Context: an optimization exercise on an open-source flow, tuned for small area and few clock cycles per item. The choices shown serve that exercise and are no tape-out recipe.
The RTL was checked by simulation tests, not by an equivalence proof against the original design.

==> flow/design.v, too long to show whole: its modules and the start of the top module <==
// module argb_unpremultiply_pixel_top: 989 lines
module argb_unpremultiply_pixel_top (
    input  logic       i_clk,
    input  logic       i_rst_n,
    input  logic       i_valid,
    output logic       o_stall,
    input  logic [7:0] i_alpha,
    input  logic [7:0] i_red_in,
    input  logic [7:0] i_green_in,
    input  logic [7:0] i_blue_in,
    input  logic       i_region_end_in,
    output logic       o_valid,
    input  logic       i_stall,
    output logic [7:0] o_red_out,
    output logic [7:0] o_green_out,
    output logic [7:0] o_blue_out,
    output logic       o_wrapped,
    output logic       o_region_end_out
);
  // ...
==> flow/flow/run.sh <==
#!/bin/bash
# Own layout flow: the standard flow (standard.sh, all ORFS steps, standard synthesis)
# with two changes:
#  1. the port buffers that global placement inserts are sky130_fd_sc_hd__buf_1 cells
#     (buffer_ports -buffer_cell) instead of ORFS's pick;
#  2. after global route's timing repair, ORFS's power recovery step runs
#     (RECOVER_POWER, repair_timing -recover_power): it downsizes gates on paths with
#     positive slack.
# make's full output goes to own_flow.log; ORFS keeps each step's log under orfs/logs/.
set -euo pipefail
W=$PWD
RP=$(cat "$W/flow/recover_power.txt" 2>/dev/null || echo 100)
python3 - "$W" "$RP" <<'PY'
import sys, re, shlex
w, rp = sys.argv[1], sys.argv[2]
s = open(w + "/standard.sh").read()
s, n = re.subn(r"(SYNTH_SCRIPT=\S+)", lambda m: m.group(1) + " "
               + shlex.quote("BUFFER_PORTS_ARGS=-buffer_cell sky130_fd_sc_hd__buf_1")
               + " RECOVER_POWER=" + rp, s)
assert n == 1, "SYNTH_SCRIPT not found in standard.sh"
open(w + "/own_standard.sh", "w").write(s)
PY
bash "$W/own_standard.sh" > "$W/own_flow.log" 2>&1
==> flow/flow/recover_power.txt <==
100
==> flow/standard.sh <==
#!/bin/bash
# synth_recipe.tcl (not shown) runs the flow's synth.tcl, then flattens the netlist and writes it again
# the make line also repeats each setting of config.mk as NAME=value (left out here)
make -C /OpenROAD-flow-scripts/flow DESIGN_CONFIG=/design/flow/config.mk WORK_HOME=/design/flow/orfs CLKGATE_MAP_FILE= SYNTH_SCRIPT=/design/flow/synth_recipe.tcl "${@:-finish}"
==> flow/config.mk <==
export PLATFORM = sky130hd
export DESIGN_NAME = argb_unpremultiply_pixel_top
export DESIGN_NICKNAME = argb_unpremultiply_pixel_top
export VERILOG_FILES = /design/flow/design.v
export SDC_FILE = /design/flow/constraint.sdc
export NUM_CORES = 4
export LEC_CHECK = 0
export ABC_AREA = 1
export CAP_MARGIN = 20
export CORE_MARGIN = 2
export CORE_UTILIZATION = 60
export PLACE_DENSITY = 0.75
export SETUP_SLACK_MARGIN = -0.45
export SLEW_MARGIN = 20
==> flow/constraint.sdc <==
create_clock -name core_clock -period 9.5 [get_ports {i_clk}]
set_input_delay 1.9000 -clock core_clock [delete_from_list [all_inputs] [get_ports {i_clk}]]
set_output_delay 1.9000 -clock core_clock [all_outputs]
set_load 0.01 [all_outputs]
==> impl_metrics.tcl, run 1 <==
set metrics [dict create \
    vias_per_cell 5.43 \
    numCtsBuffers 9 \
    synth_largest_area_cell "edfxtp_1" \
    global_route.usage.met1_pct 35.8 \
    busiest_layer "met2" \
    setup_tns_ps 0 \
    grt_usage_pct 28.9 \
    status "failed layout checks" \
    fin_cells 2886 \
    synth-seq-cells 112 \
    min_to "s2_end" \
    ys_types 57 \
    synth_top_area_share_pct 20.5 \
    max_freq_mhz 108 \
    regArea_mm2 0.00334 \
    num-nonclk-buffers 112 \
    so_faults "capacitance limit, slew limit" \
    drv_slew 147 \
    drv_cap 3 \
    num_vias 15671 \
    buffer_area_share_pct 3.44 \
    synthCells 2513 \
    min-delay-start "s1_end" \
    routed_wl_um 41400 \
    area.share.sequential_pct 20.0 \
    die_area_mm2 0.0282 \
    multi_input_area_share_pct 65.1 \
    synthAdderAreaFrac_pct 0.597 \
    place_hpwl_um 31800 \
    wl_met2_um 20400 \
    cp_max_fo 5 \
    clk_latency_ps 380 \
    nNonClkInverters 313 \
    max_stage_delay_ps 440 \
]
Testbench counts, summed over its fixed seeds: cycles 12,016, items 12,000.
==> inputs of run 2 (changes only) <==
--- a/flow/design.v
+++ b/flow/design.v
@@ -14,35 +14,35 @@
     output logic [7:0] o_green_out,
     output logic [7:0] o_blue_out,
     output logic       o_wrapped,
     output logic       o_region_end_out
 );
     wire adv = !i_stall;
     assign o_stall = i_stall;
     wire [7:0] r_h0 = i_red_in - {7'd0, |i_red_in};
-    wire [7:0] r_l0 = 8'd0 - i_red_in;
+    wire r_z0 = i_red_in == 8'd0;
     wire [0:0] r_t0 = r_h0[7];
     wire [1:0] r_b0;
     assign r_b0[0] = 1'b0;
     assign r_b0[1] = (!r_t0[0] && i_alpha[0]) || ((!r_t0[0] || i_alpha[0]) && r_b0[0]);
     wire r_q0 = (i_alpha[7:1] == 0) && !r_b0[1];
     wire [0:0] r_r0;
     assign r_r0[0] = r_t0[0] ^ (r_q0 && (i_alpha[0] ^ r_b0[0]));
     wire [7:0] g_h0 = i_green_in - {7'd0, |i_green_in};
-    wire [7:0] g_l0 = 8'd0 - i_green_in;
+    wire g_z0 = i_green_in == 8'd0;
     wire [0:0] g_t0 = g_h0[7];
     wire [1:0] g_b0;
     assign g_b0[0] = 1'b0;
     assign g_b0[1] = (!g_t0[0] && i_alpha[0]) || ((!g_t0[0] || i_alpha[0]) && g_b0[0]);
     wire g_q0 = (i_alpha[7:1] == 0) && !g_b0[1];
     wire [0:0] g_r0;
     assign g_r0[0] = g_t0[0] ^ (g_q0 && (i_alpha[0] ^ g_b0[0]));
     wire [7:0] b_h0 = i_blue_in - {7'd0, |i_blue_in};
-    wire [7:0] b_l0 = 8'd0 - i_blue_in;
+    wire b_z0 = i_blue_in == 8'd0;
     wire [0:0] b_t0 = b_h0[7];
     wire [1:0] b_b0;
     assign b_b0[0] = 1'b0;
     assign b_b0[1] = (!b_t0[0] && i_alpha[0]) || ((!b_t0[0] || i_alpha[0]) && b_b0[0]);
     wire b_q0 = (i_alpha[7:1] == 0) && !b_b0[1];
     wire [0:0] b_r0;
     assign b_r0[0] = b_t0[0] ^ (b_q0 && (i_alpha[0] ^ b_b0[0]));
     wire qor0 = r_q0 | g_q0 | b_q0;
@@ -245,42 +245,46 @@
     assign b_r5[3] = b_t5[3] ^ (b_q5 && (i_alpha[3] ^ b_b5[3]));
     assign b_r5[4] = b_t5[4] ^ (b_q5 && (i_alpha[4] ^ b_b5[4]));
     assign b_r5[5] = b_t5[5] ^ (b_q5 && (i_alpha[5] ^ b_b5[5]));
     wire qor5 = qor4 | r_q5 | g_q5 | b_q5;
     logic s1_valid;
     logic [7:0] s1_a;
     logic [0:0] s1_end;
     logic [0:0] s1_qor;
-    logic [7:0] s1_r_c;
+    logic [7:0] s1_r_h;
+    logic [0:0] s1_r_z;
     logic [5:0] s1_r_rem;
-    logic [7:0] s1_g_c;
+    logic [7:0] s1_g_h;
+    logic [0:0] s1_g_z;
     logic [5:0] s1_g_rem;
-    logic [7:0] s1_b_c;
+    logic [7:0] s1_b_h;
+    logic [0:0] s1_b_z;
     logic [5:0] s1_b_rem;
     always_ff @(posedge i_clk) begin
         if (!i_rst_n) s1_valid <= 1'b0;
         else if (adv) s1_valid <= i_valid;
     end
     always_ff @(posedge i_clk) begin
         if (adv) begin
             s1_a <= i_alpha;
             s1_end <= i_region_end_in;
             s1_qor <= qor5;
-            s1_r_c <= i_red_in;
+            s1_r_h <= r_h0;
+            s1_r_z <= r_z0;
             s1_r_rem <= r_r5;
-            s1_g_c <= i_green_in;
+            s1_g_h <= g_h0;
+            s1_g_z <= g_z0;
             s1_g_rem <= g_r5;
-            s1_b_c <= i_blue_in;
+            s1_b_h <= b_h0;
+            s1_b_z <= b_z0;
             s1_b_rem <= b_r5;
         end
     end
-    wire [7:0] r_h1 = s1_r_c - {7'd0, |s1_r_c};
-    wire [7:0] r_l1 = 8'd0 - s1_r_c;
-    wire [6:0] r_t6 = {s1_r_rem, r_h1[1]};
+    wire [6:0] r_t6 = {s1_r_rem, s1_r_h[1]};
     wire [7:0] r_b6;
     assign r_b6[0] = 1'b0;
     assign r_b6[1] = (!r_t6[0] && s1_a[0]) || ((!r_t6[0] || s1_a[0]) && r_b6[0]);
     assign r_b6[2] = (!r_t6[1] && s1_a[1]) || ((!r_t6[1] || s1_a[1]) && r_b6[1]);
     assign r_b6[3] = (!r_t6[2] && s1_a[2]) || ((!r_t6[2] || s1_a[2]) && r_b6[2]);
     assign r_b6[4] = (!r_t6[3] && s1_a[3]) || ((!r_t6[3] || s1_a[3]) && r_b6[3]);
     assign r_b6[5] = (!r_t6[4] && s1_a[4]) || ((!r_t6[4] || s1_a[4]) && r_b6[4]);
     assign r_b6[6] = (!r_t6[5] && s1_a[5]) || ((!r_t6[5] || s1_a[5]) && r_b6[5]);
@@ -289,19 +293,17 @@
     wire [6:0] r_r6;
     assign r_r6[0] = r_t6[0] ^ (r_q6 && (s1_a[0] ^ r_b6[0]));
     assign r_r6[1] = r_t6[1] ^ (r_q6 && (s1_a[1] ^ r_b6[1]));
     assign r_r6[2] = r_t6[2] ^ (r_q6 && (s1_a[2] ^ r_b6[2]));
     assign r_r6[3] = r_t6[3] ^ (r_q6 && (s1_a[3] ^ r_b6[3]));
     assign r_r6[4] = r_t6[4] ^ (r_q6 && (s1_a[4] ^ r_b6[4]));
     assign r_r6[5] = r_t6[5] ^ (r_q6 && (s1_a[5] ^ r_b6[5]));
     assign r_r6[6] = r_t6[6] ^ (r_q6 && (s1_a[6] ^ r_b6[6]));
-    wire [7:0] g_h1 = s1_g_c - {7'd0, |s1_g_c};
-    wire [7:0] g_l1 = 8'd0 - s1_g_c;
-    wire [6:0] g_t6 = {s1_g_rem, g_h1[1]};
+    wire [6:0] g_t6 = {s1_g_rem, s1_g_h[1]};
     wire [7:0] g_b6;
     assign g_b6[0] = 1'b0;
     assign g_b6[1] = (!g_t6[0] && s1_a[0]) || ((!g_t6[0] || s1_a[0]) && g_b6[0]);
     assign g_b6[2] = (!g_t6[1] && s1_a[1]) || ((!g_t6[1] || s1_a[1]) && g_b6[1]);
     assign g_b6[3] = (!g_t6[2] && s1_a[2]) || ((!g_t6[2] || s1_a[2]) && g_b6[2]);
     assign g_b6[4] = (!g_t6[3] && s1_a[3]) || ((!g_t6[3] || s1_a[3]) && g_b6[3]);
     assign g_b6[5] = (!g_t6[4] && s1_a[4]) || ((!g_t6[4] || s1_a[4]) && g_b6[4]);
     assign g_b6[6] = (!g_t6[5] && s1_a[5]) || ((!g_t6[5] || s1_a[5]) && g_b6[5]);
@@ -310,19 +312,17 @@
     wire [6:0] g_r6;
     assign g_r6[0] = g_t6[0] ^ (g_q6 && (s1_a[0] ^ g_b6[0]));
     assign g_r6[1] = g_t6[1] ^ (g_q6 && (s1_a[1] ^ g_b6[1]));
     assign g_r6[2] = g_t6[2] ^ (g_q6 && (s1_a[2] ^ g_b6[2]));
     assign g_r6[3] = g_t6[3] ^ (g_q6 && (s1_a[3] ^ g_b6[3]));
     assign g_r6[4] = g_t6[4] ^ (g_q6 && (s1_a[4] ^ g_b6[4]));
     assign g_r6[5] = g_t6[5] ^ (g_q6 && (s1_a[5] ^ g_b6[5]));
     assign g_r6[6] = g_t6[6] ^ (g_q6 && (s1_a[6] ^ g_b6[6]));
-    wire [7:0] b_h1 = s1_b_c - {7'd0, |s1_b_c};
-    wire [7:0] b_l1 = 8'd0 - s1_b_c;
-    wire [6:0] b_t6 = {s1_b_rem, b_h1[1]};
+    wire [6:0] b_t6 = {s1_b_rem, s1_b_h[1]};
     wire [7:0] b_b6;
     assign b_b6[0] = 1'b0;
     assign b_b6[1] = (!b_t6[0] && s1_a[0]) || ((!b_t6[0] || s1_a[0]) && b_b6[0]);
     assign b_b6[2] = (!b_t6[1] && s1_a[1]) || ((!b_t6[1] || s1_a[1]) && b_b6[1]);
     assign b_b6[3] = (!b_t6[2] && s1_a[2]) || ((!b_t6[2] || s1_a[2]) && b_b6[2]);
     assign b_b6[4] = (!b_t6[3] && s1_a[3]) || ((!b_t6[3] || s1_a[3]) && b_b6[3]);
     assign b_b6[5] = (!b_t6[4] && s1_a[4]) || ((!b_t6[4] || s1_a[4]) && b_b6[4]);
     assign b_b6[6] = (!b_t6[5] && s1_a[5]) || ((!b_t6[5] || s1_a[5]) && b_b6[5]);
@@ -332,17 +332,17 @@
     assign b_r6[0] = b_t6[0] ^ (b_q6 && (s1_a[0] ^ b_b6[0]));
     assign b_r6[1] = b_t6[1] ^ (b_q6 && (s1_a[1] ^ b_b6[1]));
     assign b_r6[2] = b_t6[2] ^ (b_q6 && (s1_a[2] ^ b_b6[2]));
     assign b_r6[3] = b_t6[3] ^ (b_q6 && (s1_a[3] ^ b_b6[3]));
     assign b_r6[4] = b_t6[4] ^ (b_q6 && (s1_a[4] ^ b_b6[4]));
     assign b_r6[5] = b_t6[5] ^ (b_q6 && (s1_a[5] ^ b_b6[5]));
     assign b_r6[6] = b_t6[6] ^ (b_q6 && (s1_a[6] ^ b_b6[6]));
     wire qor6 = s1_qor | r_q6 | g_q6 | b_q6;
-    wire [7:0] r_t7 = {r_r6, r_h1[0]};
+    wire [7:0] r_t7 = {r_r6, s1_r_h[0]};
     wire [8:0] r_b7;
     assign r_b7[0] = 1'b0;
     assign r_b7[1] = (!r_t7[0] && s1_a[0]) || ((!r_t7[0] || s1_a[0]) && r_b7[0]);
     assign r_b7[2] = (!r_t7[1] && s1_a[1]) || ((!r_t7[1] || s1_a[1]) && r_b7[1]);
     assign r_b7[3] = (!r_t7[2] && s1_a[2]) || ((!r_t7[2] || s1_a[2]) && r_b7[2]);
     assign r_b7[4] = (!r_t7[3] && s1_a[3]) || ((!r_t7[3] || s1_a[3]) && r_b7[3]);
     assign r_b7[5] = (!r_t7[4] && s1_a[4]) || ((!r_t7[4] || s1_a[4]) && r_b7[4]);
     assign r_b7[6] = (!r_t7[5] && s1_a[5]) || ((!r_t7[5] || s1_a[5]) && r_b7[5]);
@@ -353,17 +353,17 @@
     assign r_r7[0] = r_t7[0] ^ (r_q7 && (s1_a[0] ^ r_b7[0]));
     assign r_r7[1] = r_t7[1] ^ (r_q7 && (s1_a[1] ^ r_b7[1]));
     assign r_r7[2] = r_t7[2] ^ (r_q7 && (s1_a[2] ^ r_b7[2]));
     assign r_r7[3] = r_t7[3] ^ (r_q7 && (s1_a[3] ^ r_b7[3]));
     assign r_r7[4] = r_t7[4] ^ (r_q7 && (s1_a[4] ^ r_b7[4]));
     assign r_r7[5] = r_t7[5] ^ (r_q7 && (s1_a[5] ^ r_b7[5]));
     assign r_r7[6] = r_t7[6] ^ (r_q7 && (s1_a[6] ^ r_b7[6]));
     assign r_r7[7] = r_t7[7] ^ (r_q7 && (s1_a[7] ^ r_b7[7]));
-    wire [7:0] g_t7 = {g_r6, g_h1[0]};
+    wire [7:0] g_t7 = {g_r6, s1_g_h[0]};
     wire [8:0] g_b7;
     assign g_b7[0] = 1'b0;
     assign g_b7[1] = (!g_t7[0] && s1_a[0]) || ((!g_t7[0] || s1_a[0]) && g_b7[0]);
     assign g_b7[2] = (!g_t7[1] && s1_a[1]) || ((!g_t7[1] || s1_a[1]) && g_b7[1]);
     assign g_b7[3] = (!g_t7[2] && s1_a[2]) || ((!g_t7[2] || s1_a[2]) && g_b7[2]);
     assign g_b7[4] = (!g_t7[3] && s1_a[3]) || ((!g_t7[3] || s1_a[3]) && g_b7[3]);
     assign g_b7[5] = (!g_t7[4] && s1_a[4]) || ((!g_t7[4] || s1_a[4]) && g_b7[4]);
     assign g_b7[6] = (!g_t7[5] && s1_a[5]) || ((!g_t7[5] || s1_a[5]) && g_b7[5]);
@@ -374,17 +374,17 @@
     assign g_r7[0] = g_t7[0] ^ (g_q7 && (s1_a[0] ^ g_b7[0]));
     assign g_r7[1] = g_t7[1] ^ (g_q7 && (s1_a[1] ^ g_b7[1]));
     assign g_r7[2] = g_t7[2] ^ (g_q7 && (s1_a[2] ^ g_b7[2]));
     assign g_r7[3] = g_t7[3] ^ (g_q7 && (s1_a[3] ^ g_b7[3]));
     assign g_r7[4] = g_t7[4] ^ (g_q7 && (s1_a[4] ^ g_b7[4]));
     assign g_r7[5] = g_t7[5] ^ (g_q7 && (s1_a[5] ^ g_b7[5]));
     assign g_r7[6] = g_t7[6] ^ (g_q7 && (s1_a[6] ^ g_b7[6]));
     assign g_r7[7] = g_t7[7] ^ (g_q7 && (s1_a[7] ^ g_b7[7]));
-    wire [7:0] b_t7 = {b_r6, b_h1[0]};
+    wire [7:0] b_t7 = {b_r6, s1_b_h[0]};
     wire [8:0] b_b7;
     assign b_b7[0] = 1'b0;
     assign b_b7[1] = (!b_t7[0] && s1_a[0]) || ((!b_t7[0] || s1_a[0]) && b_b7[0]);
     assign b_b7[2] = (!b_t7[1] && s1_a[1]) || ((!b_t7[1] || s1_a[1]) && b_b7[1]);
     assign b_b7[3] = (!b_t7[2] && s1_a[2]) || ((!b_t7[2] || s1_a[2]) && b_b7[2]);
     assign b_b7[4] = (!b_t7[3] && s1_a[3]) || ((!b_t7[3] || s1_a[3]) && b_b7[3]);
     assign b_b7[5] = (!b_t7[4] && s1_a[4]) || ((!b_t7[4] || s1_a[4]) && b_b7[4]);
     assign b_b7[6] = (!b_t7[5] && s1_a[5]) || ((!b_t7[5] || s1_a[5]) && b_b7[5]);
@@ -396,16 +396,17 @@
     assign b_r7[1] = b_t7[1] ^ (b_q7 && (s1_a[1] ^ b_b7[1]));
     assign b_r7[2] = b_t7[2] ^ (b_q7 && (s1_a[2] ^ b_b7[2]));
     assign b_r7[3] = b_t7[3] ^ (b_q7 && (s1_a[3] ^ b_b7[3]));
     assign b_r7[4] = b_t7[4] ^ (b_q7 && (s1_a[4] ^ b_b7[4]));
     assign b_r7[5] = b_t7[5] ^ (b_q7 && (s1_a[5] ^ b_b7[5]));
     assign b_r7[6] = b_t7[6] ^ (b_q7 && (s1_a[6] ^ b_b7[6]));
     assign b_r7[7] = b_t7[7] ^ (b_q7 && (s1_a[7] ^ b_b7[7]));
     wire qor7 = qor6 | r_q7 | g_q7 | b_q7;
+    wire [7:0] r_l1 = ~s1_r_h & {8{!s1_r_z}};
     wire [8:0] r_t8 = {r_r7, r_l1[7]};
     wire [9:0] r_b8;
     assign r_b8[0] = 1'b0;
     assign r_b8[1] = (!r_t8[0] && s1_a[0]) || ((!r_t8[0] || s1_a[0]) && r_b8[0]);
     assign r_b8[2] = (!r_t8[1] && s1_a[1]) || ((!r_t8[1] || s1_a[1]) && r_b8[1]);
     assign r_b8[3] = (!r_t8[2] && s1_a[2]) || ((!r_t8[2] || s1_a[2]) && r_b8[2]);
     assign r_b8[4] = (!r_t8[3] && s1_a[3]) || ((!r_t8[3] || s1_a[3]) && r_b8[3]);
     assign r_b8[5] = (!r_t8[4] && s1_a[4]) || ((!r_t8[4] || s1_a[4]) && r_b8[4]);
@@ -420,16 +421,17 @@
     assign r_r8[2] = r_t8[2] ^ (r_q8 && (s1_a[2] ^ r_b8[2]));
     assign r_r8[3] = r_t8[3] ^ (r_q8 && (s1_a[3] ^ r_b8[3]));
     assign r_r8[4] = r_t8[4] ^ (r_q8 && (s1_a[4] ^ r_b8[4]));
     assign r_r8[5] = r_t8[5] ^ (r_q8 && (s1_a[5] ^ r_b8[5]));
     assign r_r8[6] = r_t8[6] ^ (r_q8 && (s1_a[6] ^ r_b8[6]));
     assign r_r8[7] = r_t8[7] ^ (r_q8 && (s1_a[7] ^ r_b8[7]));
     wire [6:0] r_lr8 = r_l1[6:0];
     wire [0:0] r_Q8 = r_q8;
+    wire [7:0] g_l1 = ~s1_g_h & {8{!s1_g_z}};
     wire [8:0] g_t8 = {g_r7, g_l1[7]};
     wire [9:0] g_b8;
     assign g_b8[0] = 1'b0;
     assign g_b8[1] = (!g_t8[0] && s1_a[0]) || ((!g_t8[0] || s1_a[0]) && g_b8[0]);
     assign g_b8[2] = (!g_t8[1] && s1_a[1]) || ((!g_t8[1] || s1_a[1]) && g_b8[1]);
     assign g_b8[3] = (!g_t8[2] && s1_a[2]) || ((!g_t8[2] || s1_a[2]) && g_b8[2]);
     assign g_b8[4] = (!g_t8[3] && s1_a[3]) || ((!g_t8[3] || s1_a[3]) && g_b8[3]);
     assign g_b8[5] = (!g_t8[4] && s1_a[4]) || ((!g_t8[4] || s1_a[4]) && g_b8[4]);
@@ -444,16 +446,17 @@
     assign g_r8[2] = g_t8[2] ^ (g_q8 && (s1_a[2] ^ g_b8[2]));
     assign g_r8[3] = g_t8[3] ^ (g_q8 && (s1_a[3] ^ g_b8[3]));
     assign g_r8[4] = g_t8[4] ^ (g_q8 && (s1_a[4] ^ g_b8[4]));
     assign g_r8[5] = g_t8[5] ^ (g_q8 && (s1_a[5] ^ g_b8[5]));
     assign g_r8[6] = g_t8[6] ^ (g_q8 && (s1_a[6] ^ g_b8[6]));
     assign g_r8[7] = g_t8[7] ^ (g_q8 && (s1_a[7] ^ g_b8[7]));
     wire [6:0] g_lr8 = g_l1[6:0];
     wire [0:0] g_Q8 = g_q8;
+    wire [7:0] b_l1 = ~s1_b_h & {8{!s1_b_z}};
     wire [8:0] b_t8 = {b_r7, b_l1[7]};
     wire [9:0] b_b8;
     assign b_b8[0] = 1'b0;
     assign b_b8[1] = (!b_t8[0] && s1_a[0]) || ((!b_t8[0] || s1_a[0]) && b_b8[0]);
     assign b_b8[2] = (!b_t8[1] && s1_a[1]) || ((!b_t8[1] || s1_a[1]) && b_b8[1]);
     assign b_b8[3] = (!b_t8[2] && s1_a[2]) || ((!b_t8[2] || s1_a[2]) && b_b8[2]);
     assign b_b8[4] = (!b_t8[3] && s1_a[3]) || ((!b_t8[3] || s1_a[3]) && b_b8[3]);
     assign b_b8[5] = (!b_t8[4] && s1_a[4]) || ((!b_t8[4] || s1_a[4]) && b_b8[4]);
==> flow/run.sh (new file) <==
#!/bin/bash
# synth_recipe.tcl (not shown) runs the flow's synth.tcl, then flattens the netlist and writes it again
# the make line also repeats each setting of config.mk as NAME=value (left out here)
make -C /OpenROAD-flow-scripts/flow DESIGN_CONFIG=/design/flow/config.mk WORK_HOME=/design/flow/orfs CLKGATE_MAP_FILE= SYNTH_SCRIPT=/design/flow/synth_recipe.tcl finish
--- a/flow/config.mk
+++ b/flow/config.mk
@@ -5,10 +5,9 @@
 export SDC_FILE = /design/flow/constraint.sdc
 export NUM_CORES = 4
 export LEC_CHECK = 0
 export ABC_AREA = 1
 export CAP_MARGIN = 20
 export CORE_MARGIN = 2
 export CORE_UTILIZATION = 60
 export PLACE_DENSITY = 0.75
-export SETUP_SLACK_MARGIN = -0.45
 export SLEW_MARGIN = 20
removed: flow/flow/run.sh
removed: flow/flow/recover_power.txt
removed: flow/standard.sh
==> run 2 against run 1 <==
Net effect:
- now clean on timing, DRC and antenna
- critical path depth unchanged
- utilization increased by 5.1 points
- synthesized area increased by 1.9%
- global-route usage increased by 0.76 points
- hold slack got worse by 6.6 ps
- final cell count increased by 0.87%
- first-iteration DRC count increased by 3.5%
- critical path type unchanged
==> impl_metrics.tcl, run 2 <==
set metrics [dict create \
    cp_max_fo 6 \
    crit_family "simple AND/OR/NAND/NOR gates" \
    reg2reg_setup_slack_ps 1230 \
    place_hpwl_um 32100 \
    num_vias 16069 \
    r2r_cells 60 \
    die_w_um 170 \
    grt_remaining_overflow 0 \
    tightest_slew_ps 853 \
    gp_congestion 0.899 \
    vias_per_cell 5.52 \
    postRouteAntennaNets 0 \
    critPathLaunch "s2_a[0]" \
    critPathLaunchType "flip-flop" \
    setup_violations 0 \
    synth_largest_area_cell "edfxtp_1" \
    max_stage_delay_ps 440 \
    die_area_mm2 0.0288 \
    first_iter_violations 1135 \
    clk_pin_slew_ps 60 \
    drv_slew 0 \
    antenna_cells 0 \
    min_period_ps 9260 \
    reg2reg_to "s2_g_rem[0]" \
    numCtsBuffers 17 \
    timing.rr.start "s1_a[2]" \
    synthCells 2487 \
    hold_violations 0 \
    clk_latency_ps 440 \
    ys_types 59 \
    grt_usage_pct 29.7 \
    path_buf_inv 7 \
    drc 0 \
    synthArstFlopShare_pct 0 \
    crit_top_cell "nand2_2" \
    rsz0062_at_grt "true" \
    nets 2600 \
    skew_ps 12.9 \
    synth.most_common_cell "nand2_1" \
    synth_warnings 1 \
    cp-end-kind "primary output" \
    core_mm2 0.0270 \
    io_pins 65 \
    clock-sinks 115 \
    start_util_pct 61.1 \
    cp.arrival_ps 7360 \
    clk_path_buf_depth 2 \
    drive_above_1_share_pct 20.7 \
    min_path_cells 0 \
    synth_top_area_share_pct 20.6 \
    die_h_um 170 \
    synth_ff_type "edfxtp_1" \
    dp_slack_ps -57.1 \
    grt_max_degree 71 \
    drv_cap 0 \
    status "finished clean" \
    cts_tree "built" \
    relSlewSlack_pct 43.1 \
    synth_nets 2530 \
    synthTopCellsByArea "edfxtp_1 21%, nand2_1 17%, xor2_1 11%, nand3_1 10%, inv_1 6.7%" \
    max_freq_mhz 108 \
    grt_antenna_before_repair 0 \
    synthTopCellsByCount "754 x nand2_1, 335 x nand3_1, 294 x inv_1" \
    crit_type "reg -> out" \
    drtPass1Iterations 6 \
    ys_seq_area_share_pct 20.9 \
    required_ps 7600 \
    final_common_cell "nand2_1" \
    htree_levels 4 \
    mostFrequentLayoutCells "725 x nand2_1, 313 x nand3_1, 291 x inv_1" \
    worst-path-stages 61 \
    wl_per_cell_um 15.0 \
    avgSynthCellArea_um2 6.62 \
    grt_pass1_vias 14581 \
    grt_pass1_wl_um 69400 \
    syn_area_mm2 0.0165 \
    endpoint "o_green_out[0]" \
    routed_wl_um 43800 \
    portBuffers 64 \
    fin_hold_ws_ps 423 \
    hp-class "reg -> reg" \
    worst_slack_ps 242 \
    synth_enable_flop_cells 113 \
    num_rows 60 \
    syn2layout_area_growth_pct 10.8 \
    synth-seq-cells 115 \
    post-route-period-util_pct 97.5 \
    clock-root-buffer "clkbuf_16" \
    cp_slowest_cell "edfxtp_1" \
]
-- run 2: area by class of cell --
class,count,area [um2]
Timing Repair Buffer,149,1270
Clock buffer,17,425
Multi-Input combinational cell,1944,11200
Clock inverter,15,171
Timing Repair inverter,2,15.0
Fill cell,2318,8720
Inverter,328,1250
Sequential cell,115,3430
Tap cell,341,427
-- run 2: timing repair --
action,4_1_cts,5_1_grt
gates resized for setup,10,128
pin swaps,2,65
cloned,1,3
buffers inserted,3,43
setup endpoints to repair,3,20
hold buffers,0,0
-- run 2: logic make-up (layout without fill, tap and decap cells) --
logic type,count (synthesis),count (layout),synth area share (%)
DFF,115,115,20.9
xor gates and xnor gates,244,244,13.3
buffers and inverters,430,511,14.4
AOI/OAI and AO/OA,161,161,5.73
and+or+nand+nor,1528,1530,45.1
adders and majority gates,9,9,0.646
-- run 2: routing by layer --
layer	track usage, %	vias up	share of wire (%)
li1	-	8048	-
met1	36.4	7428	42
met2	53.4	491	49
met3	3.31	102	5.0
met4	11.0	0	3.3
met5	0	-	0
-- run 2: stage by stage --
step	cell area (um2)	utilization, %	cells	TNS (ps)
6_report	18200	67.6	2911	0
5_1_grt	18200	67.6	2911	-1690
4_1_cts	17400	64.4	2865	-24.1
3_5_place_dp	16700	61.9	2829	-180
3_3_place_gp	16700	61.9	2829	0
2_1_floorplan	16500	-	2487	0
-- run 2: how the worst min path moves through the flow --
stage | from | to
4_1_cts | s1_end | s2_end
6_report | s1_end | s2_end
5_1_grt | s1_end | s2_end
2_1_floorplan | s1_end | s2_end
3_3_place_gp | s1_end | s2_end
3_5_place_dp | s1_end | s2_end
Testbench counts of run 2, summed over its fixed seeds: cycles 12,016, items 12,000.
==> inputs of run 3 (changes only) <==
==> flow/flow/run.sh (new file) <==
#!/bin/bash
# Own layout flow: the standard flow (standard.sh, all ORFS steps, standard synthesis)
# with one change: the port buffers that global placement inserts are
# sky130_fd_sc_hd__buf_1 cells (buffer_ports -buffer_cell) instead of ORFS's pick.
# make's full output goes to own_flow.log; ORFS keeps each step's log under orfs/logs/.
set -euo pipefail
W=$PWD
python3 - "$W" <<'PY'
import sys, re, shlex
w = sys.argv[1]
s = open(w + "/standard.sh").read()
s, n = re.subn(r"(SYNTH_SCRIPT=\S+)", lambda m: m.group(1) + " "
               + shlex.quote("BUFFER_PORTS_ARGS=-buffer_cell sky130_fd_sc_hd__buf_1"), s)
assert n == 1, "SYNTH_SCRIPT not found in standard.sh"
open(w + "/own_standard.sh", "w").write(s)
PY
bash "$W/own_standard.sh" > "$W/own_flow.log" 2>&1
==> flow/standard.sh (new file) <==
#!/bin/bash
# synth_recipe.tcl (not shown) runs the flow's synth.tcl, then flattens the netlist and writes it again
# the make line also repeats each setting of config.mk as NAME=value (left out here)
make -C /OpenROAD-flow-scripts/flow DESIGN_CONFIG=/design/flow/config.mk WORK_HOME=/design/flow/orfs CLKGATE_MAP_FILE= SYNTH_SCRIPT=/design/flow/synth_recipe.tcl "${@:-finish}"
--- a/flow/config.mk
+++ b/flow/config.mk
@@ -10,4 +10,5 @@
 export CORE_MARGIN = 2
 export CORE_UTILIZATION = 60
 export PLACE_DENSITY = 0.75
+export SETUP_SLACK_MARGIN = -0.2
 export SLEW_MARGIN = 20
removed: flow/run.sh
==> run 3 against run 2 <==
Net effect:
- still clean
- critical path depth rose by 1
- wire length fell by 1.3%
- register-to-register slack lost 100 ps
- die area unchanged
- fmax decreased by 0.39%
- critical path type unchanged
==> impl_metrics.tcl, run 3 <==
set metrics [dict create \
    fin_hold_ws_ps 418 \
    drv_cap 0 \
    synthArstFlopShare_pct 0 \
    post-route-period-util_pct 97.8 \
    place_hpwl_um 31800 \
    setup_violations 0 \
    cp_slowest_cell "edfxtp_1" \
    clock-root-buffer "clkbuf_16" \
    dp_cells 2820 \
    synth-seq-cells 115 \
    clock-sinks 115 \
    start_util_pct 61.1 \
    synth_nets 2530 \
    ys_seq_area_share_pct 20.9 \
    synth-compound-area-share_pct 5.73 \
    r2r_cells 63 \
    max_stage_delay_ps 480 \
    critPathLaunch "s2_a[0]" \
    clk_pin_slew_ps 50 \
    htree_levels 4 \
    vias_per_cell 5.53 \
    synthTopCellsByCount "754 x nand2_1, 335 x nand3_1, 294 x inv_1" \
    postRouteAntennaNets 0 \
    cp.arrival_ps 7390 \
    syn_area_mm2 0.0165 \
    grt_usage_pct 30.0 \
    critPathLaunchType "flip-flop" \
    hp-class "reg -> reg" \
    grt_pass1_wl_um 70200 \
    first_iter_violations 970 \
    grt_pass1_vias 14941 \
    required_ps 7600 \
    grt_remaining_overflow 0 \
    clk_path_buf_depth 2 \
    die_w_um 170 \
    clk_latency_ps 430 \
    relSlewSlack_pct 33.1 \
    min_period_ps 9290 \
    reg2reg_setup_slack_ps 1130 \
    synth_top_family_by_area "simple AND/OR/NAND/NOR gates" \
    reg2reg_to "s2_g_rem[1]" \
    drc 0 \
    portBuffers 64 \
    num_rows 60 \
    max_freq_mhz 108 \
    grt_antenna_before_repair 0 \
    routed_wl_um 43300 \
    tightest_slew_ps 1000 \
    synthAdderAreaFrac_pct 0.646 \
    hold_violations 0 \
    synthTopCellsByArea "edfxtp_1 21%, nand2_1 17%, xor2_1 11%, nand3_1 10%, inv_1 6.7%" \
    crit_type "reg -> out" \
    cts_tree "built" \
    num_vias 15950 \
    synth_warnings 1 \
    min-delay-start "s1_end" \
    drv_slew 0 \
    io_pins 65 \
    grt_max_degree 80 \
    timing.rr.start "s1_a[0]" \
    status "finished clean" \
    syn2layout_area_growth_pct 5.45 \
    antenna_cells 0 \
    min_path_cells 0 \
    synth_enable_flop_cells 113 \
    die_h_um 170 \
    synth_top_area_share_pct 20.6 \
    synth_xor_area_share_pct 13.3 \
    crit_top_cell "nand2_2" \
    min_to "s2_end" \
    core_mm2 0.0270 \
    die_area_mm2 0.0288 \
    cp_max_fo 8 \
    cp-end-kind "primary output" \
    final_common_cell "nand2_1" \
    skew_ps 12.9 \
    synth_largest_area_cell "edfxtp_1" \
    nFillCells 2454 \
    yosys.area_share.simple_pct 45.1 \
    fin_cells 2882 \
    synth_ff_type "edfxtp_1" \
    ys_types 59 \
    nets 2572 \
    synthCells 2487 \
    synthMuxAreaShare_pct 0 \
    avgSynthCellArea_um2 6.62 \
    drive_above_1_share_pct 18.1 \
    gp_congestion 0.913 \
    wl_per_cell_um 15.0 \
    synth.most_common_cell "nand2_1" \
    drtPass1Iterations 10 \
    mostFrequentLayoutCells "731 x nand2_1, 323 x nand3_1, 292 x inv_1" \
    numCtsBuffers 17 \
]
==> run 3: logic make-up after synthesis <==
family,after synthesis
compound gates,161
xor+xnor,244
fa+ha+maj,9
buf+inv,430
flops,115
simple gates,1528
==> run 3: repair_timing <==
action                     4_1_cts  5_1_grt
gates cloned                     0        2
setup endpoints to repair        1       10
pin swaps                        0       29
gates resized for setup          1       84
hold buffers                     0        0
buffers inserted                 0       29
==> run 3: area by class of cell <==
cell class | instances | area, um2 | area share (%)
clock buffers | 18 | 429 | 2.47
clock inverters | 13 | 135 | 0.779
inverters | 328 | 1250 | 7.21
multi-input cells | 1942 | 11000 | 63.2
flip-flops and latches | 115 | 3430 | 19.8
well taps | 341 | 427 | 2.46
repair buffers | 123 | 693 | 3.99
repair inverters | 2 | 10.0 | 0.0577
==> run 3: layer usage <==
| layer | wire [um] | vias up | global-route usage [%] |
|---|---|---|---|
| li1 | - | 7971 | - |
| met1 | 17800 | 7353 | 35.8 |
| met2 | 21200 | 521 | 54.2 |
| met3 | 2530 | 105 | 3.73 |
| met4 | 1670 | 0 | 12.9 |
| met5 | 0 | - | 0 |
==> run 3: through the flow <==
step | area [um2] | worst slack [ps] | utilization, % | TNS (ps)
2_1_floorplan | 16500 | 1180 | - | 0
4_1_cts | 16800 | -95.2 | 62.3 | -110
5_1_grt | 17400 | -395 | 64.4 | -2020
6_report | 17400 | 206 | 64.4 | 0
3_5_place_dp | 16200 | 203 | 60.2 | 0
3_3_place_gp | 16200 | 436 | 60.2 | 0
==> run 3: how the worst max path moves through the flow <==
stage,endpoint,cells after the start
final,o_green_out[0],62
after detailed placement,s1_g_rem[4],52
after CTS,o_blue_out[0],61
after global routing,o_blue_out[0],61
after global placement,s1_g_rem[1],53
after floorplan,s1_g_rem[1],53
==> run 3: critical path, delay by kind of cell, from the launching register on <==
family	cells	cell delay, ps
xor+xnor	2	270
buf+inv	4	460
simple gates	39	3360
compound gates	17	2390
flops	1	480
==> inputs of run 4 (changes only) <==
--- a/flow/config.mk
+++ b/flow/config.mk
@@ -10,5 +10,5 @@
 export CORE_MARGIN = 2
 export CORE_UTILIZATION = 60
 export PLACE_DENSITY = 0.75
-export SETUP_SLACK_MARGIN = -0.2
+export SETUP_SLACK_MARGIN = -0.45
 export SLEW_MARGIN = 20
==> run 4 against run 3 <==
Net effect:
- register-to-register slack about the same
- synthesized cell count is the same
- cell area fell by 2.2%
- non-clock buffer count down 24
- critical endpoint is now o_blue_out[0]
- largest cell class unchanged
- highest routed layer unchanged
==> impl_metrics.tcl, run 4 <==
set metrics [dict create \
    die_area_mm2 0.0288 \
    required_ps 7600 \
    critPathLaunchType "flip-flop" \
    ys_types 59 \
    synthCells 2487 \
    post-route-period-util_pct 96.4 \
    drtPass1Iterations 6 \
    numCtsBuffers 17 \
    clk_pin_slew_ps 50 \
    final_common_cell "nand2_1" \
    die_w_um 170 \
    wl_per_cell_um 14.9 \
    die_h_um 170 \
    dp_cells 2820 \
    synthTopCellsByCount "754 x nand2_1, 335 x nand3_1, 294 x inv_1" \
    crit_top_cell "nand2_1" \
    num_rows 60 \
    grt_remaining_overflow 0 \
    setup_tns_ps 0 \
    synth_largest_area_cell "edfxtp_1" \
    cp-end-kind "primary output" \
    io_pins 65 \
    min_period_ps 9160 \
    drive_above_1_share_pct 15.5 \
    relSlewSlack_pct 33.8 \
    tightest_slew_ps 994 \
    synth.most_common_cell "nand2_1" \
    syn_area_mm2 0.0165 \
    synth_ff_type "edfxtp_1" \
    start_util_pct 61.1 \
    portBuffers 64 \
    cts_tree "built" \
    synthTopCellsByArea "edfxtp_1 21%, nand2_1 17%, xor2_1 11%, nand3_1 10%, inv_1 6.7%" \
    grt_pass1_wl_um 70200 \
    dpl_cell_area_mm2 0.0162 \
    synth-seq-cells 115 \
    routed_wl_um 42400 \
    num_vias 15779 \
    hp-class "reg -> reg" \
    cp.arrival_ps 7260 \
    drc 0 \
    clk_latency_ps 440 \
    min_path_cells 0 \
    nFillCells 2494 \
    drv_slew 0 \
    first_iter_violations 1031 \
    gp_congestion 0.913 \
    grt_pass1_vias 14941 \
    vias_per_cell 5.52 \
    nets 2547 \
    hold_violations 0 \
    drv_cap 0 \
    grt_max_degree 80 \
    synth_warnings 1 \
    postRouteAntennaNets 0 \
    synthArstFlopShare_pct 0 \
    r2r_cells 60 \
    core_mm2 0.0270 \
    max_stage_delay_ps 420 \
    cp_slowest_cell "edfxtp_1" \
    fin_util_pct 62.9 \
    mostFrequentLayoutCells "751 x nand2_1, 334 x nand3_1, 292 x inv_1" \
    ys_seq_area_share_pct 20.9 \
    cp_max_fo 12 \
    crit_type "reg -> out" \
    clock-root-buffer "clkbuf_16" \
    synth_enable_flop_cells 113 \
    grt_usage_pct 30.0 \
    skew_ps 12.9 \
    avgSynthCellArea_um2 6.62 \
    synth_nets 2530 \
    htree_levels 4 \
    setup_violations 0 \
    post-route-cell-area_mm2 0.0170 \
    max_freq_mhz 109 \
    syn2layout_area_growth_pct 3.10 \
    antenna_cells 0 \
    status "finished clean" \
    fin_cells 2857 \
    grt_antenna_before_repair 0 \
    place_hpwl_um 31800 \
    synth_top_area_share_pct 20.6 \
    clock-sinks 115 \
    clk_path_buf_depth 2 \
]
-- run 4: cell counts after synthesis --
Identical to the previous run, type by type.
-- run 4: cell type report --
class,count,area [um2],share of cell area [%]
timing repair inverter,1,5.00,0.0295
tap,341,427,2.52
clock buffer,18,429,2.53
timing repair buffer,99,504,2.97
clock inverter,13,135,0.797
sequential,115,3430,20.2
multi-input combinational,1942,10800,63.5
inverter,328,1250,7.38
-- run 4: critical path: cells and delay by family, from the launching register on --
kind	cells	cell delay, ps
simple gates	45	4430
compound gates	11	1300
flops	1	420
buf+inv	2	340
xor+xnor	2	320
-- run 4: path summary, 6_finish.rpt --
path,start,to,slack [ps]
max,s2_a[1],o_blue_out[0],340
max reg2reg,s1_a[0],s2_g_rem[1],1130
min reg2reg,s1_end,s2_end,420
min,s1_end,s2_end,420
-- run 4: metal layers --
layer / vias to the layer above / wire length [um] / global-route usage (%)
li1: 7924 / - / -
met1: 7271 / 17700 / 35.8
met2: 484 / 20900 / 54.2
met3: 100 / 2330 / 3.73
met4: 0 / 1550 / 12.9
met5: - / 0 / 0
-- run 4: logic make-up (layout without fill, tap and decap cells) --
kind of cell	count (synthesis)	count (layout)	share of synthesized area, %
AO/OA/AOI/OAI	161	161	5.73
XOR/XNOR	244	244	13.3
adder cells (fa/ha/maj)	9	9	0.646
buffers and inverters	430	459	14.4
flip-flops	115	115	20.9
AND/OR/NAND/NOR	1528	1528	45.1
-- run 4: timing repair --
action | in CTS | in global routing
hold buffers | 0 | 0
setup buffers | 0 | 5
endpoints found under the hold margin | 0 | 0
setup endpoints to repair | 0 | 5
resized for setup | 0 | 29
-- run 4: through the flow --
stage | setup WS (ps) | hold slack, ps
5_1_grt | -510 | 449
3_3_place_gp | 436 | 401
6_report | 342 | 416
4_1_cts | -220 | 418
2_1_floorplan | 1180 | 400
3_5_place_dp | 203 | 405

==> separate check: timing with driven ports <==
How much do the figures lean on ideal ports? The routed layouts below were timed once more, with nothing changed but the port constraints. Step 1 assumes that a clkbuf_16 drives the clock port and a buf_2 every other input. Step 2 also shifts input and output timing later by t, the mid clock arrival at the registers, as if the neighbouring blocks saw the same clock. Slacks: ideal / step 1 / step 2; pairs: ideal / step 1.
| run | t, ns | setup slack, ns | worst setup path at the end | worst slew at a driven data input, ns |
|---|---|---|---|---|
| run 1 | 0.420 | 0.255 / 0.206 / 0.336 | input to register | 0.05 |
| run 2 | 0.479 | 0.242 / 0.192 / 0.050 | input to register | 0.04 |
| run 3 | 0.476 | 0.206 / 0.155 / 0.090 | input to register | 0.03 |
| run 4 | 0.479 | 0.342 / 0.291 / 0.088 | input to register | 0.03 |
The setup slack of run 4, which loses most, moves by -0.051 ns with the drivers and by -0.254 ns with both steps.
